Source: an optimization exercise on an open RTL-to-GDS flow (aim: small area, a short achievable clock period and few clock cycles per item). Production flows keep margins and buffers that such runs may drop. At most, simulation tests tie the RTL to the original design; equivalence was not proved. Function not checked in runs 1 and 2: the RTL went through the layout flow alone. Power is estimated from default activity; no workload was simulated.

File: design/flow/config.mk
export PLATFORM = sky130hd
export DESIGN_NAME = pheapTop
export DESIGN_NICKNAME = pheapTop
export VERILOG_FILES = /design/flow/design.v
export SDC_FILE = /design/flow/constraint.sdc
export NUM_CORES = 4
export LEC_CHECK = 0
export CAP_MARGIN = 20
export CORE_MARGIN = 2
export CORE_UTILIZATION = 50
export PLACE_DENSITY = 0.65
export SETUP_SLACK_MARGIN = 4.3
export SLEW_MARGIN = 20
export SYNTH_HIERARCHICAL = 1
export TNS_END_PERCENT = 0
File: design/flow/constraint.sdc
create_clock -name core_clock -period 8.0 [get_ports {clk}]
set_input_delay 1.6000 -clock core_clock [delete_from_list [all_inputs] [get_ports {clk}]]
set_output_delay 1.6000 -clock core_clock [all_outputs]
set_load 0.01 [all_outputs]
File: design/flow/design.v
package pheapPkg;
    typedef struct packed {
        logic [16-1:0] key;     
        logic [16-1:0] value;
    } kvT;
    typedef enum logic [1:0] {
        IDLE,
        ENQ,
        DEQ,
        REPLACE
    } heapOpT;
    typedef struct packed {
        kvT                       kv;
        logic                     active;     
        logic [5-1:0] capacity;   
    } entryT;
    typedef struct packed {
        entryT left;
        entryT right;
    } entryPairT;
    typedef struct packed {
        logic                     valid;
        heapOpT                   op;
        kvT                       kv;
        logic [5-1:0] pos;    
    } levelCmdT;
    localparam int STAT_CNTW = 27;
    typedef struct packed {
        logic [STAT_CNTW-1:0] count;
        logic                 underflow;
        logic                 overflow;
        logic                 busy;
        logic                 full;
        logic                 empty;      
    } pqStatusT;
endpackage
module keyCmp
(
    input  logic [16-1:0] a,
    input  logic [16-1:0] b,
    output logic                   gt      
);
    always_comb begin : cmpTree
        logic [16-1:0] g;
        logic [16-1:0] t;
        g = a & ~b;
        t = a | ~b;
        for (int w = 1; w < 16; w = w * 2) begin
            for (int j = 0; j + w < 16; j += 2 * w) begin
                g[j] = g[j + w] | (t[j + w] & g[j]);
                t[j] = t[j + w] & t[j];
            end
        end
        gt = g[0];
    end
endmodule
`timescale 1ns/100ps
module pheapTop
(
    input  logic        clk,
    input  logic        rstN,
    input  logic        cyc,
    input  logic        stb,
    input  logic        we,
    input  logic [2:0]  adr,
    input  logic [31:0] datW,
    output logic        ack,
    output logic [31:0] datR
);
    localparam int N  = (1 << 5) - 1;    
    localparam int KW = 16;
    localparam int W  = 16 + 16;
    localparam int CW = 5;
    logic [N-1:0][W-1:0] ent;         
    logic [N-1:0]        vld;         
    logic                pPush;       
    logic                pPop;
    logic                pRep;
    logic [W-1:0]        pKv;
    logic [CW-1:0]       count;       
    logic [W-1:0]        head;        
    logic                overflow;
    logic                underflow;
    logic acc;
    logic empty;
    logic full;
    logic isPush;
    logic isPop;
    logic isRep;
    logic statusRd;
    logic nPush;
    logic nPop;
    logic nRep;
    assign acc      = cyc && stb;
    assign ack      = acc;
    assign empty    = (count == '0);
    assign full     = (count == CW'(N));
    assign isPush   = acc && we && (adr == 3'd0);
    assign isPop    = acc && we && (adr == 3'd1);
    assign isRep    = acc && we && (adr == 3'd2);
    assign statusRd = acc && !we && (adr == 3'd4);
    assign nPush    = (isPush && !full) || (isRep && empty);    
    assign nPop     = isPop && !empty;
    assign nRep     = isRep && !empty;
    always_ff @(posedge clk) begin
        pKv <= datW;
        if (!rstN) begin
            pPush     <= 1'b0;
            pPop      <= 1'b0;
            pRep      <= 1'b0;
            count     <= '0;
            overflow  <= 1'b0;
            underflow <= 1'b0;
        end else begin
            pPush     <= nPush;
            pPop      <= nPop;
            pRep      <= nRep;
            if (nPush) begin
                count <= count + 1'b1;
            end else if (nPop) begin
                count <= count - 1'b1;
            end
            overflow  <= (overflow && !statusRd) || (isPush && full);
            underflow <= (underflow && !statusRd) || (isPop && empty);
        end
    end
    logic [N:0]          gt;          
    logic [N-1:0][W-1:0] nxt;
    logic [N-1:0]        takeL;
    logic [N-1:0]        takeR;
    logic [N-1:0]        takeN;
    for (genvar i = 0; i < N; i++) begin : genCmp
        logic g;
        keyCmp uCmp (.a(ent[i][W-1 -: KW]), .b(pKv[W-1 -: KW]), .gt(g));
        assign gt[i] = !vld[i] || g;
    end
    assign gt[N] = 1'b1;
    for (genvar i = 0; i < N; i++) begin : genSlot
        logic [W-1:0] fromL;
        logic [W-1:0] fromR;
        logic         gtL;
        logic         gtHere;
        if (i == 0) begin : genFirst
            assign fromL  = pKv;
            assign gtL    = 1'b0;
            assign gtHere = 1'b0;               
        end else begin : genNext
            assign fromL  = ent[i-1];
            assign gtL    = gt[i-1];
            assign gtHere = gt[i];
        end
        if (i == N - 1) begin : genLast
            assign fromR = ent[i];
        end else begin : genPrev
            assign fromR = ent[i+1];
        end
        assign takeL[i] = pPush && gt[i] && gtL;
        assign takeN[i] = (pPush && gt[i] && !gtL) || (pRep && gt[i+1] && !gtHere);
        assign takeR[i] = pPop || (pRep && !gt[i+1]);
        assign nxt[i] = ({W{takeN[i]}} & pKv) |
                        ({W{takeL[i]}} & fromL) |
                        ({W{takeR[i]}} & fromR) |
                        ({W{!(takeN[i] || takeL[i] || takeR[i])}} & ent[i]);
    end
    always_ff @(posedge clk) begin
        ent <= nxt;
        if (!rstN) begin
            vld <= '0;
        end else if (pPush) begin
            vld <= {vld[N-2:0], 1'b1};
        end else if (pPop) begin
            vld <= {1'b0, vld[N-1:1]};
        end
    end
    logic gtHead;
    logic gtE0;
    logic gtE1;
    logic gtE2;
    logic gtP;
    logic gtSecond;
    keyCmp uCmpHead (.a(head[W-1 -: KW]),   .b(datW[W-1 -: KW]), .gt(gtHead));
    keyCmp uCmpE0   (.a(ent[0][W-1 -: KW]), .b(datW[W-1 -: KW]), .gt(gtE0));
    keyCmp uCmpE1   (.a(ent[1][W-1 -: KW]), .b(datW[W-1 -: KW]), .gt(gtE1));
    keyCmp uCmpE2   (.a(ent[2][W-1 -: KW]), .b(datW[W-1 -: KW]), .gt(gtE2));
    keyCmp uCmpP    (.a(pKv[W-1 -: KW]),    .b(datW[W-1 -: KW]), .gt(gtP));
    assign gtSecond = (count == CW'(1)) ||
                      (takeN[1] && gtP) || (takeL[1] && gtE0) || (takeR[1] && gtE2) ||
                      (!(takeN[1] || takeL[1] || takeR[1]) && gtE1);
    always_ff @(posedge clk) begin
        if (nPush) begin
            if (empty || gtHead) begin
                head <= datW;
            end
        end else if (nPop) begin
            head <= nxt[1];
        end else if (nRep) begin
            head <= gtSecond ? datW : nxt[1];
        end
    end
    pheapPkg::pqStatusT status;
    always_comb begin
        status           = '0;
        status.count     = pheapPkg::STAT_CNTW'(count);
        status.underflow = underflow;
        status.overflow  = overflow;
        status.full      = full;
        status.empty     = empty;
    end
    always_comb begin
        case (adr)
            3'd3:   datR = head;
            3'd4: datR = status;
            default:         datR = '0;
        endcase
    end
endmodule
File: design/flow/run.sh
#!/bin/bash
# synth_recipe.tcl (not shown) runs the flow's synth.tcl, then flattens the netlist and writes it again
# the make line also repeats each setting of config.mk as NAME=value (left out here)
make -C /OpenROAD-flow-scripts/flow DESIGN_CONFIG=/design/flow/config.mk WORK_HOME=/design/flow/orfs CLKGATE_MAP_FILE= SYNTH_SCRIPT=/design/flow/synth_recipe.tcl finish
==> summary.md, run 1 <==
| Metric | Value |
|---|---|
| Total Nets Final | 6431 |
| Yosys warns | 8 |
| Critical path required time | roughly 6.4 ns |
| Synthesis-stage register bit count | 1097 |
| Detailed Route WL | around 200 mm |
| Total congestion overflow | 0 |
| Gr usage total | 32.8% |
| Final setup fails | 0 |
| Number of distinct library cell variants in the gate-level netlist after synthesis | between 60 and 70 |
| Max Clock Skew | 0.0344 ns |
| Deepest level of the CTS H-tree | 3 |
| Commonest cells post-synth | 1977 x nand2_1, 1065 x dfxtp_1, 964 x a222oi_1 |
| Count of final hold-check violations | 0 |
| Highest Clock Rate | 253 MHz |
| Worst-Skew Late Latency | 0.75 ns |
| Count of pins on the block boundary | 73 |
| Total die area | 0.115 mm² |
| Max-Cap Viols | 0 |
| Core Box Area | 0.111 mm² |
| Average wire per standard cell | 25.2 µm |
| Number of vias after detailed routing | 53.7k |
| Number of sinks driven by the clock tree | ~1.1k |
| Syn Std Cell Area | 0.0560 mm² |
| Type of the worst setup path | in2out |
| RSZ-0062 raised after global routing | yes |
| Most used DFF post-synth | dfxtp_1 |
| Category of the worst setup path capture point | output port |
| Via count of the first global-routing pass | roughly 50k |
| Most instantiated library cell after synthesis | nand2_1 |
| Remaining DRCs | 0 |
| Effective utilization at floorplan | about half |
| Detailed-routing iteration count for the pre-antenna-repair pass | 15 |
| Antenna violations before repair | 4 |
| Syn Area/Cell | 8.53 µm² |
| Fraction of synthesis flops using an asynchronous set or reset pin | 0% |
| Reg-to-reg startpoint | pKv[29] |
| Fill count | 9939 |
| Clock root buffer | clkbuf_16 |
| Slew headroom | 24.5% |
| Die Y-Extent | between 300 and 400 µm |
| Post-synth EDFFs | 32 |
| Synthesized net count | 6610 |
| Largest voltage drop on the vdd net | 0.206 mV |
| P_leak | 26.2 nW |
| Overall Power | 0.0121 W |
| Global-route wire length before repair | 305 mm |
| Number of placement rows | approximately 120 |
| Arrival time reported for the critical path endpoint | 2.35 ns |
| Cell depth of the worst flop-to-flop path | 11 |
| Highest fanout seen on the critical path | 7 |
| Slew @ Worst Pin | 1.13 ns |
| Clk buf depth | 3 |
| Final period demand of the worst path | 3.95 ns |
| Number of antenna cells inserted | 0 |
| Tightest Hold Check Type | reg2reg |
| DR vias/cell | 6.74 |
| Post-Layout Inst Area | 0.0626 mm² |
| Sink of the worst hold path | ent[6] |
| Final TNS setup | 0 ns |
| Synth Instances | 6565 |
| Layout area overhead | 11.9% |
| DRT iter0 DRCs | slightly above 10k |
| Crit Reg-Reg Endpoint | ent[451] |
| Share of the yosys chip area belonging to registers | 39.8% |
| Number of buffers created by CTS | approximately 120 |
| Period utilisation layout | 49.4% |
| Count of input and output buffers | 72 |
| Final Wtd Congestion | 0.927 |
| Worst setup slack for register-to-register paths | about 4.1 ns |
| Final ANT Viol Nets | 0 |
| Status | finished clean |
| DP HPWL | between 100 and 150 mm |
| Area contributors post-synth | dfxtp_1 38%, a222oi_1 17%, nand2_1 13%, clkbuf_1 3.4%, inv_1 3.1% |
| Area fraction of the dominant cell type after synthesis | between 30% and 40% |
| Share of cells above drive strength 1 | 13.0% |
| Horizontal extent of the die | 339 µm |
| Clock transition at the register clock pins on the worst setup and hold paths after CTS | ~0.060 ns |
| Type of origin of the critical path | primary input |
| Maximum number of pins on one net before global-route repair | 96 |
| Clock tree from TritonCTS | yes |
| Hold wc startpoint | ent[6] |
| Pins Over Slew Limit | 0 |
| Post-place instance area | 0.0582 mm² |
| Largest area contributor in the netlist | dfxtp_1 |
| Cell area power density | 192 mW/mm² |
| Number of stages on the worst hold path | 2 |
## placed cells by master (no fill, tap or decap), types with 37 or more instances in the layout
cell type / netlist / final
a221oi_2: 36 / 37
a22oi_1: 71 / 71
inv_2: 72 / 73
buf_4: 0 / 110
maj3_1: 72 / 72
a22o_1: 43 / 41
nor2b_4: 36 / 37
clkbuf_16: 0 / 119
and2_1: 59 / 55
nand2_1: 1977 / 1975
nand2b_1: 141 / 141
nor2b_1: 96 / 87
o21ai_0: 69 / 68
dfxtp_1: 1065 / 1032
a2111oi_4: 37 / 37
maj3_2: 72 / 72
nor2_1: 120 / 91
a222oi_1: 964 / 964
inv_1: 467 / 466
## final cells by class
| cell class | count | area, µm² | area share, % |
|---|---|---|---|
| repair buffers | 222 | 2070 | 3.30 |
| clock buffers | 178 | 3500 | 5.58 |
| well taps | 1488 | 1860 | 2.97 |
| inverters | 539 | 2020 | 3.23 |
| flip-flops and latches | 1097 | 22400 | 35.7 |
| clock inverters | 37 | 420 | 0.671 |
| multi-input cells | 4409 | 30400 | 48.5 |
## worst max-delay path, cell delays in order
cell and delay (ns):
buf_12 0.11, nand2_8 0.08, nor2_4 0.05, buf_6 0.15, a22o_1 0.23, buf_2 0.14
## metal layers
metal  GRT usage [%]  routed length (µm)  vias up
met5               0                   0        -
met4            14.8                9290        0
met3            4.23               17600      478
met2            55.5               95300     2973
met1            41.7               78400    25900
li1                -                   -    24400
## Yosys stat by module (local to each module, per instance)
module	area, µm²	flip-flops and latches	copies in the design	cells inside
keyCmp	308	0	36	43
pheapTop	44900	1097	1	5017
## flip-flops by register name, summed over array words and instances, names as in the netlist
register and flops:
underflow 1, overflow 1, head 32, pPush 1
ent 992, pRep 1, count 5, pPop 1
pKv 32, vld 31
## metrics by stage
step	std cells	hold slack, ns	utilization [%]	setup slack (ns)
after CTS	7964	0.443	56.3	4.06
after global routing	7970	0.458	56.5	4.02
after floorplan	6565	0.422	-	4.16
after detailed placement	7727	0.432	52.5	2.40
after global placement	7727	0.429	52.5	2.44
final	7970	0.443	56.5	4.05
## worst max path at each step
stage | startpoint | endpoint | cells past startpoint | slack (ns)
2_1_floorplan | adr[1] | datR[0] | 4 | 4.16
3_3_place_gp | adr[0] | datR[3] | 5 | 2.44
3_5_place_dp | adr[0] | datR[8] | 5 | 2.40
4_1_cts | adr[0] | datR[4] | 6 | 4.06
5_1_grt | datW[19] | head[30] | 10 | 4.02
6_report | adr[1] | datR[0] | 6 | 4.05
## report_power, final
| group | total [W] | internal [W] | switching, W |
|---|---|---|---|
| clock network | 0.00558 | 0.00320 | 0.00238 |
| registers | 0.00576 | 0.00557 | 0.000187 |
| logic | 0.000714 | 0.000293 | 0.000421 |
## kinds of logic after synthesis
kind of cell	synth area share [%]
AND/OR/NAND/NOR	18.6
AO/OA/AOI/OAI	30.1
flip-flops	39.8
buffers and inverters	7.17
adder cells (fa/ha/maj)	2.85
multiplexers	1.40
XOR/XNOR	0.0470
## repair_timing
action                     in CTS  in global routing
setup buffers                  18                  5
gates cloned                    4                  1
hold buffers                    0                  0
resized for setup             205                 41
setup endpoints to repair     979               1020
pin swaps                       8                  6
==> run 2: changes to the inputs <==
--- a/design/flow/config.mk
+++ b/design/flow/config.mk
@@ -11,3 +11,3 @@
 export PLACE_DENSITY = 0.65
-export SETUP_SLACK_MARGIN = 4.3
+export SETUP_SLACK_MARGIN = 3.8
 export SLEW_MARGIN = 20
==> summary.md, run 2 <==
| Metric | Value |
|---|---|
| Deepest level of the CTS H-tree | 3 |
| Largest registers ranked by flip-flop count | ent x992, head x32, pKv x32 |
| Layout area overhead | 11.3% |
| Number of vias after detailed routing | around 53k |
| Slew @ Worst Pin | approximately 1.1 ns |
| Highest Clock Rate | 225 MHz |
| Number of placement rows | 122 |
| Worst setup slack for register-to-register paths | 3.61 ns |
| Tightest Hold Check Type | reg2reg |
| Gr usage total | 33.0% |
| Synthesized net count | 6610 |
| Antenna violations before repair | 3 |
| Relative contribution of the clock network to total power | 46.6% |
| Net Sw Power | 0.00296 W |
| Via count of the first global-routing pass | about 50k |
| Overall Power | around 0.012 W |
| Area fraction of the dominant cell type after synthesis | approximately two fifths |
| Detailed Route WL | 199 mm |
| Number of buffers created by CTS | 117 |
| Family with the most delay on the worst path | buffers and inverters |
| Average wire per standard cell | roughly 25 µm |
| Number of antenna cells inserted | 0 |
| Max FFs per register | between 900 and 1k |
| Most used DFF post-synth | dfxtp_1 |
| Detailed-routing iteration count for the pre-antenna-repair pass | 17 |
| Clk buf depth | 3 |
| Stage delay of the slowest cell on the critical path | 0.54 ns |
| Count of pins on the block boundary | 73 |
| Type of the worst setup path | in2out |
| Number of distinct library cell variants in the gate-level netlist after synthesis | 64 |
| Horizontal extent of the die | 339 µm |
| Commonest non-fill, non-tap cell in the layout | nand2_1 |
| Category of the worst setup path capture point | output port |
| Arrival time reported for the critical path endpoint | around 2.8 ns |
| Status | finished clean |
| Total Nets Final | 6405 |
| Clock root buffer | clkbuf_16 |
| Slew headroom | about a quarter |
| Global-route wire length before repair | 307 mm |
| Cell area power density | 193 mW/mm² |
| Clock transition at the register clock pins on the worst setup and hold paths after CTS | 0.06 ns |
| DP HPWL | ~130 mm |
| Share of the yosys chip area belonging to registers | 39.8% |
| DR vias/cell | 6.73 |
| Maximum number of pins on one net before global-route repair | approximately 120 |
| Switching share of power | 24.6% |
| Period utilisation layout | 55.5% |
| Register name with the most flops | ent |
| DRT iter0 DRCs | 11.0k |
| Final period demand of the worst path | 4.44 ns |
| Die Y-Extent | 339 µm |
| Proportion of power drawn by flip-flops and latches | 47.9% |
| Total die area | 0.115 mm² |
| Most frequent cells in the layout | 1975 x nand2_1, 1032 x dfxtp_1, 964 x a222oi_1, 466 x inv_1, 141 x nand2b_1 |
| Sum of buffers and inverters on the critical path | 3 |
| Final setup fails | 0 |
| Count of input and output buffers | 72 |
| Final TNS setup | 0 ns |
| Fill count | around 9.9k |
| Area contributors post-synth | dfxtp_1 38%, a222oi_1 17%, nand2_1 13%, clkbuf_1 3.4%, inv_1 3.1% |
| Synthesis-stage register bit count | 1097 |
| Yosys warns | 8 |
| Worst-Skew Late Latency | 0.74 ns |
| Total congestion overflow | 0 |
| Final Wtd Congestion | 0.940 |
| Largest area contributor in the netlist | dfxtp_1 |
| Cell internal power dissipation | 0.00908 W |
| Effective utilization at floorplan | 50.5% |
| Remaining DRCs | 0 |
| Synth Instances | 6565 |
| Crit-path slowest cell | clkdlybuf4s50_1 |
| Highest fanout seen on the critical path | 7 |
| Commonest cells post-synth | 1977 x nand2_1, 1065 x dfxtp_1, 964 x a222oi_1 |
| Number of sinks driven by the clock tree | 1097 |
| Syn Std Cell Area | 0.0560 mm² |
| Max-Cap Viols | 0 |
| Fraction of synthesis flops using an asynchronous set or reset pin | 0% |
| RSZ-0062 raised after global routing | yes |
| Clock tree from TritonCTS | yes |
| P_leak | 25.8 nW |
| Critical-path cell list | clkdlybuf4s15_2 > nor2_4 > buf_4 > and2_1 > clkdlybuf4s50_1 |
| Share of total power in combinational logic | 5.5% |
| Count of final hold-check violations | 0 |
| Pins Over Slew Limit | 0 |
| Max Clock Skew | 0.0292 ns |
| Final ANT Viol Nets | 0 |
| Critical path required time | 6.40 ns |
| Most instantiated library cell after synthesis | nand2_1 |
| Largest voltage drop on the vdd net | 0.174 mV |
| Syn Area/Cell | 8.53 µm² |
| Share of cells above drive strength 1 | a little under an eighth |
| Core Box Area | 0.111 mm² |
| Type of origin of the critical path | primary input |
| Post-synth EDFFs | 32 |
## run 2: cell counts after synthesis
No cell type changed its count.
## run 2: cell families (layout without fill, tap and decap cells)
group	count (synthesis)	after routing	share of synthesized area [%]
compound gates	1735	1735	30.1
xor+xnor	3	3	0.0470
fa+ha+maj	149	149	2.85
buf+inv	1061	951	7.17
flops	1097	1097	39.8
mux	63	63	1.40
simple gates	2457	2458	18.6
## run 2: worst min-delay path, cell delays in order (launching register included)
cell,delay [ns]
dfxtp_1,0.31
nand2_1,0.05
nand2_1,0.04
## run 2: final timing paths
check             startpoint  cells past startpoint  endpoint
setup / recovery      adr[2]                      5  datR[29]
hold / removal        ent[9]                      2    ent[9]
setup reg to reg     pKv[19]                     12   head[0]
hold reg to reg       ent[9]                      2    ent[9]
## run 2: area by class of cell
class	instances	area [µm²]	area share, %
Clock buffer	176	3490	5.61
Clock inverter	39	448	0.719
Inverter	539	2020	3.25
Multi-Input combinational cell	4408	30300	48.7
Sequential cell	1097	22400	35.9
Tap cell	1488	1860	2.99
Timing Repair Buffer	197	1760	2.83
## run 2: per-layer routing
metal | global-route usage (%) | wire, µm
met1 | 42.4 | 78900
met2 | 54.9 | 93900
met3 | 5.20 | 18100
met4 | 14.5 | 8480
met5 | 0 | 0
## run 2: power groups by stage
stage               Sequential, W  Combinational (W)  Clock, W
floorplan                 0.00580           0.000471         0
global placement          0.00588           0.000630         0
CTS                       0.00576           0.000656   0.00566
finish                    0.00577           0.000664   0.00561
detailed placement        0.00588           0.000641         0
global route              0.00577           0.000713   0.00589
## run 2: through the flow
stage	worst slack, ns	area (µm²)	utilization, %	hold slack [ns]	instances
4_1_cts	3.56	62200	56.1	0.445	7942
3_5_place_dp	2.35	58200	52.5	0.435	7720
5_1_grt	3.52	62300	56.2	0.462	7944
2_1_floorplan	3.92	56000	-	0.422	6565
3_3_place_gp	2.41	58200	52.5	0.430	7720
6_report	3.56	62300	56.2	0.444	7944
## run 2: repair_timing
action                     4_1_cts  5_1_grt
hold buffers                     0        0
pin swaps                        2        1
resized for setup               23       12
setup endpoints to repair      396      821
cloned                           1        0
setup buffers                    6        0
## run 2: Yosys stat by module, one instance, submodules excluded
module    area (µm²)  cells inside  times used
keyCmp           308            43          36
pheapTop       44900          5017           1
==> run 3: changes to the inputs <==
--- a/design/flow/design.v
+++ b/design/flow/design.v
@@ -36,2 +36,20 @@
 endpackage
+`timescale 1ns/100ps
+module readBitH
+(
+    input  logic [2:0] adr,
+    input  logic       hd,
+    output logic       q
+);
+    assign q = (adr == 3'd3) && hd;
+endmodule
+module readBitHS
+(
+    input  logic [2:0] adr,
+    input  logic       hd,
+    input  logic       st,
+    output logic       q
+);
+    assign q = ((adr == 3'd3) && hd) || ((adr == 3'd4) && st);
+endmodule
 module keyCmp
@@ -40,3 +58,3 @@
     input  logic [16-1:0] b,
-    output logic                   gt      
+    output logic                   gt
 );
@@ -54,2 +72,45 @@
         gt = g[0];
+    end
+endmodule
+module keyMaj
+(
+    input  logic a,
+    input  logic b,
+    input  logic c,
+    output logic y
+);
+    assign y = (a & b) | (a & c) | (b & c);
+endmodule
+module keyCmp4
+(
+    input  logic [3:0] a,
+    input  logic [3:0] nb,      
+    output logic       g,
+    output logic       t
+);
+    logic [3:0] c;
+    assign c[0] = a[0] & nb[0];
+    for (genvar i = 1; i < 4; i++) begin : genCarry
+        keyMaj uMaj (.a(a[i]), .b(nb[i]), .c(c[i-1]), .y(c[i]));
+    end
+    assign g = c[3];
+    assign t = (a[3] | nb[3]) & (a[2] | nb[2]) & (a[1] | nb[1]) & (a[0] | nb[0]);
+endmodule
+module keyCmpSmall
+(
+    input  logic [16-1:0] a,
+    input  logic [16-1:0] nb,     
+    output logic                   gt
+);
+    localparam int NG = 16 / 4;
+    logic [NG-1:0] g;
+    logic [NG-1:0] t;
+    for (genvar k = 0; k < NG; k++) begin : genGroup
+        keyCmp4 uGrp (.a(a[4*k +: 4]), .nb(nb[4*k +: 4]), .g(g[k]), .t(t[k]));
+    end
+    always_comb begin
+        gt = g[0];
+        for (int k = 1; k < NG; k++) begin
+            gt = g[k] | (t[k] & gt);
+        end
     end
@@ -131,5 +192,11 @@
     logic [N-1:0]        takeN;
+    logic [KW-1:0] pKeyN;
+    assign pKeyN = ~pKv[W-1 -: KW];
     for (genvar i = 0; i < N; i++) begin : genCmp
         logic g;
-        keyCmp uCmp (.a(ent[i][W-1 -: KW]), .b(pKv[W-1 -: KW]), .gt(g));
+        if (i < 3) begin : genFast           
+            keyCmp uCmp (.a(ent[i][W-1 -: KW]), .b(pKv[W-1 -: KW]), .gt(g));
+        end else begin : genSmall
+            keyCmpSmall uCmp (.a(ent[i][W-1 -: KW]), .nb(pKeyN), .gt(g));
+        end
         assign gt[i] = !vld[i] || g;
@@ -188,12 +255,10 @@
                       (!(takeN[1] || takeL[1] || takeR[1]) && gtE1);
+    logic hdTakeD;        
+    logic hdTakeN;        
+    assign hdTakeD = (nPush && (empty || gtHead)) || (nRep && gtSecond);
+    assign hdTakeN = nPop || (nRep && !gtSecond);
     always_ff @(posedge clk) begin
-        if (nPush) begin
-            if (empty || gtHead) begin
-                head <= datW;
-            end
-        end else if (nPop) begin
-            head <= nxt[1];
-        end else if (nRep) begin
-            head <= gtSecond ? datW : nxt[1];
-        end
+        head <= ({W{hdTakeD}} & datW) |
+                ({W{hdTakeN}} & nxt[1]) |
+                ({W{!(hdTakeD || hdTakeN)}} & head);
     end
@@ -208,9 +273,9 @@
     end
-    always_comb begin
-        case (adr)
-            3'd3:   datR = head;
-            3'd4: datR = status;
-            default:         datR = '0;
-        endcase
-    end
-endmodule
+    for (genvar b = 0; b < W; b++) begin : genRead
+        if (b < 5 + CW && b != 2) begin : genHS
+            readBitHS uBit (.adr, .hd(head[b]), .st(status[b]), .q(datR[b]));
+        end else begin : genH        
+            readBitH uBit (.adr, .hd(head[b]), .q(datR[b]));
+        end
+    end
+endmodule
--- a/design/flow/config.mk
+++ b/design/flow/config.mk
@@ -9,5 +9,5 @@
 export CORE_MARGIN = 2
-export CORE_UTILIZATION = 50
-export PLACE_DENSITY = 0.65
-export SETUP_SLACK_MARGIN = 3.8
+export CORE_UTILIZATION = 45
+export PLACE_DENSITY = 0.6
+export SETUP_SLACK_MARGIN = 4.3
 export SLEW_MARGIN = 20
==> summary.md, run 3 <==
| Metric | Value |
|---|---|
| Status | finished clean |
| Core Box Area | 0.120 mm² |
| Highest Clock Rate | 250 MHz |
| Final TNS setup | 0 ns |
| Number of vias after detailed routing | between 50k and 60k |
| Synth Instances | 6224 |
| Stage delay of the slowest cell on the critical path | 0.26 ns |
| Layout area overhead | 15.5% |
| Register name with the most flops | ent |
| Clk buf depth | 3 |
| Remaining DRCs | 0 |
| Final period demand of the worst path | between 4 and 5 ns |
| Via count of the first global-routing pass | 49.8k |
| Fill count | ~11k |
| Highest fanout seen on the critical path | 21 |
| Number of placement rows | 127 |
| Period utilisation layout | 50.1% |
| P_leak | ~27 nW |
| Count of input and output buffers | 72 |
| DRT iter0 DRCs | 10.8k |
| DR vias/cell | 6.86 |
| Crit-path slowest cell | and4b_1 |
| Average wire per standard cell | between 20 and 30 µm |
| Clock tree from TritonCTS | yes |
| DP HPWL | 140 mm |
| Deepest level of the CTS H-tree | 3 |
| Cell area power density | between 150 and 200 mW/mm² |
| Max FFs per register | 992 |
| Crit Reg-Reg Endpoint | ent[952] |
| Max-Cap Viols | 0 |
| Clock transition at the register clock pins on the worst setup and hold paths after CTS | 0.06 ns |
| Worst Setup Slack post-DPL | 2.50 ns |
| Synthesized net count | 6269 |
| Global-route wire length before repair | 323 mm |
| Yosys warns | 9 |
| Category of the worst setup path capture point | output port |
| Reg-to-reg startpoint | pKv[28] |
| Slew @ Worst Pin | 1.28 ns |
| Worst-Skew Late Latency | 0.77 ns |
| Count of final hold-check violations | 0 |
| Hold_ws | 0.446 ns |
| Number of sinks driven by the clock tree | 1097 |
| Clock root buffer | clkbuf_16 |
| Effective utilization at floorplan | 45.2% |
| CTS hold repair buffers | 0 |
| Sum of buffers and inverters on the critical path | 3 |
| First element of the critical path | adr[2] |
| Post-place instance area | 0.0567 mm² |
| Type of origin of the critical path | primary input |
| Sink of the worst hold path | ent[15] |
| Largest registers ranked by flip-flop count | ent x992, head x32, pKv x32 |
| Number of stages on the worst hold path | 2 |
| Critical path required time | 6.40 ns |
| Type of the worst setup path | in2out |
| Worst setup slack for register-to-register paths | slightly above 4 ns |
| Number of buffers created by CTS | 116 |
| Sequential cell area in the final layout | 0.0220 mm² |
| Largest voltage drop on the vdd net | 0.196 mV |
| Syn Std Cell Area | 0.0541 mm² |
| Tightest Hold Check Type | reg2reg |
| Total die area | 0.123 mm² |
| Die Y-Extent | 351 µm |
| Family with the most delay on the worst path | buffers and inverters |
| Cell repeated most along the worst path | buf_16 |
| Most frequent cells in the layout | 1953 x nand2_1, 1062 x dfxtp_1, 937 x a222oi_1, 352 x maj3_2, 176 x o22ai_1 |
| Final Wtd Congestion | 0.906 |
| Horizontal extent of the die | 351 µm |
| Total congestion overflow | 0 |
| Count of pins on the block boundary | 73 |
| Gr usage total | 33.7% |
| Max Clock Skew | between 0.04 and 0.05 ns |
| Critical-path cell list | buf_16 > buf_16 > and4b_1 > clkdlybuf4s15_2 |
| Share of cells above drive strength 1 | 20.1% |
| Final worst-path setup slack | about 4.0 ns |
| Post-Layout Inst Area | roughly 0.063 mm² |
| Cell depth of the worst flop-to-flop path | 18 |
| Area of the multi-input gates | about 0.031 mm² |
| Slew headroom | roughly 14% |
| Total Nets Final | around 6.2k |
| Final setup fails | 0 |
| Commonest non-fill, non-tap cell in the layout | nand2_1 |
| Detailed-routing iteration count for the pre-antenna-repair pass | 13 |
| Maximum number of pins on one net before global-route repair | 64 |
| Hold wc startpoint | ent[15] |
| Pins Over Slew Limit | 0 |
| Arrival time reported for the critical path endpoint | 2.40 ns |
| Detailed Route WL | 221 mm |
| Final ANT Viol Nets | 0 |
| RSZ-0062 raised after global routing | yes |
| Antenna violations before repair | 3 |
| Overall Power | 0.0125 W |
| Syn Area/Cell | 8.70 µm² |
## run 3: changes by cell type in the layout (fill, tap and decap cells not counted), sizes merged, moves of 33 or more
| cell | delta |
|---|---|
| buf | +121 |
| o22ai | +141 |
| nor2b | -87 |
| nor2 | +56 |
| and2 | +59 |
| o221ai | -56 |
| mux2 | -33 |
| nand2b | -80 |
| maj3 | +224 |
| a21oi | +42 |
| inv | -357 |
| clkdlybuf4s50 | -45 |
## run 3: cell type report
| type | instances | share of cell area, % |
|---|---|---|
| Multi-Input combinational cell | 4420 | 49.2 |
| Sequential cell | 1097 | 35.2 |
| Clock buffer | 173 | 5.42 |
| Timing Repair Buffer | 299 | 4.59 |
| Tap cell | 1612 | 3.23 |
| Inverter | 197 | 1.26 |
| Clock inverter | 44 | 1.03 |
| Timing Repair inverter | 5 | 0.0520 |
| Antenna cell | 4 | 0.0160 |
## run 3: what timing repair did
action / in CTS / in global routing
setup buffers: 40 / 29
gates resized for setup: 227 / 136
endpoints found under the setup margin: 1058 / 1057
hold endpoints to repair: 0 / 0
pin swaps: 9 / 23
gates cloned: 13 / 15
## run 3: worst reg2reg max path: stages, from the launching register on
cell and delay, ns:
dfxtp_4 0.42, buf_12 0.16, clkinvlp_4 0.14, buf_4 0.16
buf_4 0.20, and2_4 0.17, maj3_2 0.31, maj3_2 0.31
maj3_2 0.31, a21oi_1 0.11, o21ai_1 0.11, nand2b_1 0.22
or2_4 0.32, nand2b_1 0.11, clkbuf_8 0.30, nor3_4 0.13
buf_12 0.19, nand2_1 0.09, nand2_1 0.05
## run 3: worst max path at each step
stage	end	slack [ns]	depth (start not counted)
6_report	datR[29]	4.00	4
5_1_grt	datR[29]	3.98	4
3_3_place_gp	ent[865]	2.45	15
3_5_place_dp	ent[679]	2.50	15
4_1_cts	datR[7]	4.03	5
2_1_floorplan	ent[459]	4.24	13
## run 3: layer usage
metal	track usage [%]	wire length, µm	share of wire, %
met5	0	0	0
met4	16.2	10500	4.7
met3	6.69	23300	11
met2	55.4	103000	47
met1	42.1	84500	38
## run 3: report_power, final
part	switching [W]	internal (W)	total, W	leakage (nW)
clock network	0.00245	0.00327	0.00571	1.98
logic	0.000558	0.000334	0.000892	16.1
registers	0.000265	0.00563	0.00590	8.88
## run 3: metrics by stage
stage          cells  util [%]
6_report        7851      52.3
5_1_grt         7847      52.2
4_1_cts         7802      51.4
3_5_place_dp    7532      47.4
3_3_place_gp    7530      47.3
2_1_floorplan   6224         -
Testbench counts of run 3, summed over its fixed seeds: cycles 12,000, items 12,000.
==> run 4: changes to the inputs <==
==> design/flow/flow/run.sh (new file) <==
#!/bin/bash
# The standard layout, with one change: right after global placement the
# port buffers that buffer_ports inserted (delay cells) become plain buffers,
# so that the paths from the inputs and to the outputs can be timed down.
set -euo pipefail
W=$(pwd)
bash standard.sh POST_GLOBAL_PLACE_TCL="$W/flow/fixports.tcl" finish > "$W/standard.log" 2>&1
==> design/flow/flow/fixports.tcl (new file) <==
# The port buffers that buffer_ports inserted are delay cells; make them plain buffers.
set n 0
set block [ord::get_db_block]
foreach bterm [$block getBTerms] {
  if {[$bterm getName] == "clk"} { continue }
  set net [$bterm getNet]
  if {$net == "NULL"} { continue }
  foreach iterm [$net getITerms] {
    set inst [$iterm getInst]
    set master [[$inst getMaster] getName]
    if {[string match "sky130_fd_sc_hd__clkdlybuf*" $master] || [string match "sky130_fd_sc_hd__dlygate*" $master]} {
      replace_cell [get_cells [$inst getName]] sky130_fd_sc_hd__buf_4
      incr n
    }
  }
}
puts "fixports: replaced $n port buffers"
==> design/flow/standard.sh (new file) <==
#!/bin/bash
# synth_recipe.tcl (not shown) runs the flow's synth.tcl, then flattens the netlist and writes it again
# the make line also repeats each setting of config.mk as NAME=value (left out here)
make -C /OpenROAD-flow-scripts/flow DESIGN_CONFIG=/design/flow/config.mk WORK_HOME=/design/flow/orfs CLKGATE_MAP_FILE= SYNTH_SCRIPT=/design/flow/synth_recipe.tcl "${@:-finish}"
--- a/design/flow/config.mk
+++ b/design/flow/config.mk
@@ -10,2 +10,5 @@
 export CORE_UTILIZATION = 45
+export CTS_BUF_LIST = sky130_fd_sc_hd__clkbuf_16
+export CTS_CLUSTER_DIAMETER = 70
+export CTS_CLUSTER_SIZE = 24
 export PLACE_DENSITY = 0.6
removed: design/flow/run.sh
==> summary.md, run 4 <==
| Metric | Value |
|---|---|
| Share of cells above drive strength 1 | 19.5% |
| Horizontal extent of the die | 351 µm |
| Final ANT Viol Nets | 0 |
| Core Box Area | 0.120 mm² |
| Global-route wire length before repair | 321 mm |
| Post-Layout Inst Area | 0.0608 mm² |
| Pins Over Slew Limit | 0 |
| Detailed-routing iteration count for the pre-antenna-repair pass | 15 |
| Remaining DRCs | 0 |
| Worst-Skew Late Latency | 0.70 ns |
| Total die area | approximately 0.12 mm² |
| Crit-path slowest cell | and4b_1 |
| Count of final hold-check violations | 0 |
| Gr usage total | about 33% |
| Stage delay of the slowest cell on the critical path | 0.31 ns |
| Via count of the first global-routing pass | between 40k and 50k |
| Final setup fails | 0 |
| Period utilisation layout | 49.8% |
| Number of vias after detailed routing | 53.3k |
| Maximum number of pins on one net before global-route repair | 64 |
| Critical path required time | 6.40 ns |
| Largest registers ranked by flip-flop count | ent x992, head x32, pKv x32 |
| Deepest level of the CTS H-tree | 3 |
| Critical-path cell list | buf_16 > clkbuf_16 > and4b_1 > buf_4 |
| Worst setup slack for register-to-register paths | 4.05 ns |
| Status | finished clean |
| Area of the multi-input gates | 0.0307 mm² |
| Type of origin of the critical path | primary input |
| Type of the worst setup path | in2out |
| Count of input and output buffers | 72 |
| Max FFs per register | a little under 1k |
| DRT iter0 DRCs | roughly 11k |
| Hold_ws | between 0.4 and 0.5 ns |
| Detailed Route WL | 220 mm |
| Max-Cap Viols | 0 |
| Arrival time reported for the critical path endpoint | 2.38 ns |
| Synthesized net count | 6269 |
| Proportion of power drawn by flip-flops and latches | 53.6% |
| Clk buf depth | 3 |
| Cell internal power dissipation | 0.00792 W |
| Clock root buffer | clkbuf_16 |
| Relative contribution of the clock network to total power | roughly two fifths |
| Register name with the most flops | ent |
| Category of the worst setup path capture point | output port |
| Sequential cell area in the final layout | 0.0220 mm² |
| DR vias/cell | about 6.9 |
| Number of buffers created by CTS | 72 |
| Slew @ Worst Pin | 1.30 ns |
| Die Y-Extent | 351 µm |
| Final TNS setup | 0 ns |
| Layout area overhead | 12.2% |
| Max Clock Skew | 0.0347 ns |
| Largest voltage drop on the vdd net | 0.158 mV |
| Clock transition at the register clock pins on the worst setup and hold paths after CTS | around 0.09 ns |
| Average wire per standard cell | roughly 28 µm |
| Post-place instance area | between 0.05 and 0.06 mm² |
| Total Nets Final | around 6k |
| Slew headroom | between 10% and 20% |
| Number of sinks driven by the clock tree | 1097 |
| Highest Clock Rate | 251 MHz |
| Syn Area/Cell | about 8.7 µm² |
| Highest fanout seen on the critical path | 5 |
| Count of pins on the block boundary | 73 |
| Commonest non-fill, non-tap cell in the layout | nand2_1 |
| Fill count | 11.1k |
| Final period demand of the worst path | 3.98 ns |
| Net Sw Power | 0.00308 W |
| Yosys warns | 9 |
| Share of total power in combinational logic | roughly 8% |
| Number of placement rows | 127 |
| P_leak | 26.1 nW |
| Antenna violations before repair | 1 |
| Cell area power density | 181 mW/mm² |
| Switching share of power | between 20% and 30% |
| Most frequent cells in the layout | 1956 x nand2_1, 1062 x dfxtp_1, 937 x a222oi_1, 352 x maj3_2, 222 x buf_4 |
| CTS hold repair buffers | 0 |
| Total congestion overflow | 0 |
| Syn Std Cell Area | 0.0541 mm² |
| Effective utilization at floorplan | 45.2% |
| Synth Instances | between 6k and 7k |
| Tightest Hold Check Type | reg2reg |
| Clock tree from TritonCTS | yes |
| RSZ-0062 raised after global routing | yes |
| DP HPWL | 140 mm |
## run 4: metal layers
metal | part of all wire [%] | wire, µm | GRT usage (%) | up-vias
li1 | - | - | - | 23600
met1 | 38 | 83600 | 42.3 | 25900
met2 | 46 | 102000 | 55.1 | 3312
met3 | 11 | 23200 | 5.92 | 612
met4 | 5.0 | 11000 | 16.3 | 0
met5 | 0 | 0 | 0 | -
## run 4: metrics by stage
step / setup slack [ns] / total power [W] / instances / util (%)
floorplan: 4.24 / 0.00641 / 6224 / -
global route: 3.98 / 0.0113 / 7739 / 50.8
global placement: 2.45 / 0.00678 / 7530 / 47.3
finish: 4.02 / 0.0110 / 7740 / 50.8
detailed placement: 2.52 / 0.00678 / 7532 / 47.2
CTS: 4.03 / 0.0110 / 7710 / 50.1
## run 4: power groups by stage
stage / Sequential, W / Clock, W / Combinational [W]
final: 0.00589 / 0.00423 / 0.000882
after global routing: 0.00591 / 0.00446 / 0.000933
after floorplan: 0.00588 / 0 / 0.000531
after CTS: 0.00588 / 0.00428 / 0.000837
after detailed placement: 0.00601 / 0 / 0.000775
after global placement: 0.00601 / 0 / 0.000769
## run 4: what timing repair did
item | CTS | global route
pin swaps | 9 | 23
gates cloned | 12 | 12
setup endpoints to repair | 1056 | 1056
gates resized for setup | 91 | 102
setup buffers | 40 | 17
## run 4: worst max-delay path, delay by kind of cell
| family | cells | cell delay [ns] |
|---|---|---|
| and+or+nand+nor | 1 | 0.31 |
| buffers and inverters | 3 | 0.45 |
## run 4: path summary, 6_finish.rpt
kind	from	endpoint	cells after the start
max	adr[2]	datR[24]	4
min	ent[4]	ent[4]	2
max reg2reg	pKv[20]	ent[110]	17
min reg2reg	ent[4]	ent[4]	2
## run 4: area by class of cell
class	instances	share of cell area [%]
antenna	1	0.00412
clock buffer	76	3.13
clock inverter	50	0.995
inverter	197	1.30
multi-input combinational	4417	50.5
sequential	1097	36.2
tap	1612	3.32
timing repair buffer	285	4.49
timing repair inverter	5	0.0494
==> run 5: changes to the inputs <==
--- a/design/flow/design.v
+++ b/design/flow/design.v
@@ -98,2 +98,15 @@
 endmodule
+module keyCmp4Low
+(
+    input  logic [3:0] a,
+    input  logic [3:0] nb,      
+    output logic       g
+);
+    logic [3:0] c;
+    assign c[0] = a[0] & nb[0];
+    for (genvar i = 1; i < 4; i++) begin : genCarry
+        keyMaj uMaj (.a(a[i]), .b(nb[i]), .c(c[i-1]), .y(c[i]));
+    end
+    assign g = c[3];
+endmodule
 module keyCmpSmall
@@ -107,3 +120,5 @@
     logic [NG-1:0] t;
-    for (genvar k = 0; k < NG; k++) begin : genGroup
+    keyCmp4Low uLow (.a(a[3:0]), .nb(nb[3:0]), .g(g[0]));
+    assign t[0] = 1'b0;                      
+    for (genvar k = 1; k < NG; k++) begin : genGroup
         keyCmp4 uGrp (.a(a[4*k +: 4]), .nb(nb[4*k +: 4]), .g(g[k]), .t(t[k]));
@@ -247,3 +262,2 @@
     logic gtSecond;
-    keyCmp uCmpHead (.a(head[W-1 -: KW]),   .b(datW[W-1 -: KW]), .gt(gtHead));
     keyCmp uCmpE0   (.a(ent[0][W-1 -: KW]), .b(datW[W-1 -: KW]), .gt(gtE0));
@@ -252,2 +266,4 @@
     keyCmp uCmpP    (.a(pKv[W-1 -: KW]),    .b(datW[W-1 -: KW]), .gt(gtP));
+    assign gtHead   = (takeN[0] && gtP) || (takeR[0] && gtE1) ||
+                      (!(takeN[0] || takeR[0]) && gtE0);
     assign gtSecond = (count == CW'(1)) ||
--- a/design/flow/config.mk
+++ b/design/flow/config.mk
@@ -9,3 +9,3 @@
 export CORE_MARGIN = 2
-export CORE_UTILIZATION = 45
+export CORE_UTILIZATION = 38
 export CTS_BUF_LIST = sky130_fd_sc_hd__clkbuf_16
@@ -13,3 +13,3 @@
 export CTS_CLUSTER_SIZE = 24
-export PLACE_DENSITY = 0.6
+export PLACE_DENSITY = 0.55
 export SETUP_SLACK_MARGIN = 4.3
==> summary.md, run 5 <==
| Metric | Value |
|---|---|
| Final setup fails | 0 |
| Gr usage total | slightly below 30% |
| Final TNS setup | 0 ns |
| Global-route wire length before repair | about 320 mm |
| Arrival time reported for the critical path endpoint | around 4.6 ns |
| Sink of the worst hold path | ent[5] |
| Count of final hold-check violations | 0 |
| DR vias/cell | 6.52 |
| Tightest Hold Check Type | reg2reg |
| Post-synth EDFFs | 0 |
| Maximum number of pins on one net before global-route repair | between 60 and 70 |
| Most frequent cells in the layout | 1955 x nand2_1, 1060 x dfxtp_1, 935 x a222oi_1, 350 x maj3_2, 268 x buf_4 |
| Total congestion overflow | 0 |
| Fraction of synthesis flops using an asynchronous set or reset pin | 0% |
| Hold_ws | 0.443 ns |
| Syn Area/Cell | 8.64 µm² |
| Detailed Route WL | approximately 220 mm |
| Total die area | 0.143 mm² |
| Detailed-routing iteration count for the pre-antenna-repair pass | 14 |
| RSZ-0062 raised after global routing | yes |
| Cell area power density | ~180 mW/mm² |
| Count of input and output buffers | around 70 |
| Horizontal extent of the die | 379 µm |
| Slew headroom | about a fifth |
| Commonest cells post-synth | 1956 x nand2_1, 1097 x dfxtp_1, 935 x a222oi_1 |
| Highest fanout seen on the critical path | 36 |
| Highest Clock Rate | 251 MHz |
| Largest area contributor in the netlist | dfxtp_1 |
| Area fraction of the dominant cell type after synthesis | 41.2% |
| Average wire per standard cell | 27.2 µm |
| Clk buf depth | 3 |
| DP HPWL | 139 mm |
| Pins Over Slew Limit | 0 |
| Critical path required time | approximately 8.6 ns |
| Category of the worst setup path capture point | flop |
| Type of the worst setup path | reg2reg |
| Share of cells above drive strength 1 | 19.0% |
| Status | finished clean |
| Share of the yosys chip area belonging to registers | approximately two fifths |
| Number of placement rows | around 140 |
| Worst setup slack for register-to-register paths | 4.01 ns |
| Max-Cap Viols | 0 |
| Max Clock Skew | 0.0307 ns |
| Core Box Area | ~0.14 mm² |
| Worst-Skew Late Latency | approximately 0.73 ns |
| P_leak | 26.0 nW |
| Largest voltage drop on the vdd net | approximately 0.16 mV |
| Total Nets Final | 6112 |
| Clock tree from TritonCTS | yes |
| Synthesis-stage register bit count | about 1.1k |
| Fill count | 13.5k |
| Effective utilization at floorplan | 38.3% |
| Most instantiated library cell after synthesis | nand2_1 |
| Area contributors post-synth | dfxtp_1 41%, a222oi_1 18%, nand2_1 14%, maj3_2 7.4%, clkbuf_1 3.5% |
| Post-Layout Inst Area | 0.0606 mm² |
| Syn Std Cell Area | roughly 0.053 mm² |
| Clock root buffer | clkbuf_16 |
| Number of stages on the worst hold path | 2 |
| Sequential cell area in the final layout | 0.0220 mm² |
| Number of sinks driven by the clock tree | 1097 |
| Synthesized net count | 6221 |
| Largest registers ranked by flip-flop count | ent x992, head x32, pKv x32 |
| Cell depth of the worst flop-to-flop path | 12 |
| Yosys warns | 9 |
| Number of vias after detailed routing | 52.2k |
| Count of pins on the block boundary | 73 |
| Synth Instances | 6176 |
| Remaining DRCs | 0 |
| Area of the multi-input gates | 0.0298 mm² |
| Hold wc startpoint | ent[5] |
| Die Y-Extent | approximately 380 µm |
| Number of distinct library cell variants in the gate-level netlist after synthesis | 64 |
| Clock transition at the register clock pins on the worst setup and hold paths after CTS | around 0.09 ns |
| Post-place instance area | 0.0563 mm² |
| Number of antenna cells inserted | 0 |
| Number of buffers created by CTS | 80 |
| Crit Reg-Reg Endpoint | head[4] |
| Deepest level of the CTS H-tree | 3 |
| Final period demand of the worst path | 3.99 ns |
| Most used DFF post-synth | dfxtp_1 |
| Via count of the first global-routing pass | 47.5k |
| Final ANT Viol Nets | 0 |
| Max FFs per register | a little under 1k |
| Register name with the most flops | ent |
| Type of origin of the critical path | flop |
| Reg-to-reg startpoint | pKv[17] |
| DRT iter0 DRCs | 10.7k |
| Commonest non-fill, non-tap cell in the layout | nand2_1 |
| Layout area overhead | 13.6% |
| Period utilisation layout | roughly half |
| Antenna violations before repair | 1 |
| Slew @ Worst Pin | 1.18 ns |
## run 5: area by class of cell
type	instances	area share, %
Inverter	184	1.21
Multi-Input combinational cell	4376	49.1
Timing Repair inverter	2	0.0248
Timing Repair Buffer	326	4.81
Tap cell	1876	3.87
Clock buffer	80	3.30
Clock inverter	67	1.27
Sequential cell	1097	36.4
## run 5: logic make-up after synthesis
logic type,count (synthesis),share of synthesized area (%)
and+or+nand+nor,2415,18.8
adders and majority gates,369,7.77
buffers and inverters,706,5.01
AOI/OAI and AO/OA,1554,26.6
muxes,32,0.603
DFF,1097,41.2
xor gates and xnor gates,3,0.0493
## run 5: timing repair
action | 4_1_cts | 5_1_grt
setup buffers | 49 | 26
setup endpoints to repair | 1056 | 1038
pin swaps | 11 | 17
resized for setup | 114 | 75
hold buffers | 0 | 0
gates cloned | 8 | 4
## run 5: worst max path at each step
stage          depth (start not counted)     start  endpoint  slack, ns
4_1_cts                                5    adr[2]   datR[7]       4.00
3_3_place_gp                          14   pKv[29]  ent[184]       2.63
3_5_place_dp                          14   pKv[29]  ent[703]       2.68
5_1_grt                               15   pKv[16]  ent[922]       3.99
6_report                              12   pKv[17]   head[4]       4.01
2_1_floorplan                         11  datW[19]   head[1]       4.21
## run 5: through the flow
stage	utilization, %	power [W]	instances	worst slack [ns]
3_5_place_dp	40.4	0.00673	7774	2.68
5_1_grt	43.5	0.0115	8008	3.99
6_report	43.5	0.0112	8008	4.01
3_3_place_gp	40.5	0.00672	7772	2.63
2_1_floorplan	-	0.00635	6176	4.21
4_1_cts	43.1	0.0112	7978	4.00
## run 5: critical path, stage by stage, from the launching register on
cell	delay, ns
dfxtp_2	0.40
buf_4	0.64
o21bai_1	0.22
a221oi_2	0.09
o2111ai_1	0.29
o211ai_1	0.25
nor2b_4	0.36
o21ai_0	0.16
and2_1	0.16
buf_4	0.27
a221oi_4	0.53
nor2_1	0.18
a221o_1	0.28
## run 5: per-module statistics from Yosys (local to each module, per instance)
| module | flip-flops and latches | cells | copies in the design | area, µm² |
|---|---|---|---|---|
| keyCmp | 0 | 43 | 7 | 308 |
| keyCmp4 | 0 | 4 | 84 | 23.8 |
| readBitHS | 0 | 3 | 9 | 25.0 |
| keyMaj | 0 | 1 | 336 | 11.3 |
| pheapTop | 1097 | 5013 | 1 | 44300 |
| keyCmpSmall | 0 | 4 | 28 | 18.8 |
| readBitH | 0 | 1 | 23 | 10.0 |
| keyCmp4Low | 0 | 1 | 28 | 6.26 |
## run 5: report_power, final
part	total, W	leakage, nW	switching, W	internal (W)
Combinational	0.000851	15.8	0.000544	0.000307
Clock	0.00449	1.36	0.00244	0.00205
Sequential	0.00585	8.88	0.000235	0.00562
Total	0.0112	26.0	0.00322	0.00797
## run 5: layer usage
metal  global-route usage (%)  vias up  wire, µm
li1                         -    23500         -
met1                     40.2    25300     90300
met2                     42.8     3029     92900
met3                     4.78      435     22900
met4                     15.1        0     11500
met5                        0        -         0
Testbench counts of run 5, summed over its fixed seeds: cycles 12,000, items 12,000.

[re-timing with driven ports]
No port has a modelled driver above. Below, the same layouts with a new extraction and two added sets of constraints.
Step 1 sets driving cells, clkbuf_16 on the clock port and buf_2 on the other inputs (assumed; they add their load-dependent delay and slew).
Step 2 adds t to the input delays and takes it off the output delays; t is the mean of the earliest and latest rising clock arrival at the registers after step 1. Input paths then give back, and output paths get back, about the clock's delay inside the block.
Slacks: ideal ports / drivers / drivers and shift; pairs: ideal ports / drivers.
run	shift t [ns]	slack for setup (ns)	hold slack, ns	worst data-port slew with drivers (ns)
run 1	0.801	4.046 / 3.980 / 3.366	0.443 / 0.443 / 0.443	0.08
run 2	0.797	3.557 / 3.524 / 2.941	0.444 / 0.444 / 0.444	0.06
run 3	0.824	3.996 / 3.930 / 3.291	0.446 / 0.446 / 0.446	0.09
run 4	0.753	4.017 / 3.955 / 3.503	0.447 / 0.447 / 0.447	0.08
run 5	0.799	4.009 / 3.977 / 3.450	0.443 / 0.443 / 0.443	0.09
After both steps setup and hold are still met in every run listed. The setup slack of run 3, which loses most, moves by -0.066 ns with the drivers and by -0.705 ns with both steps.
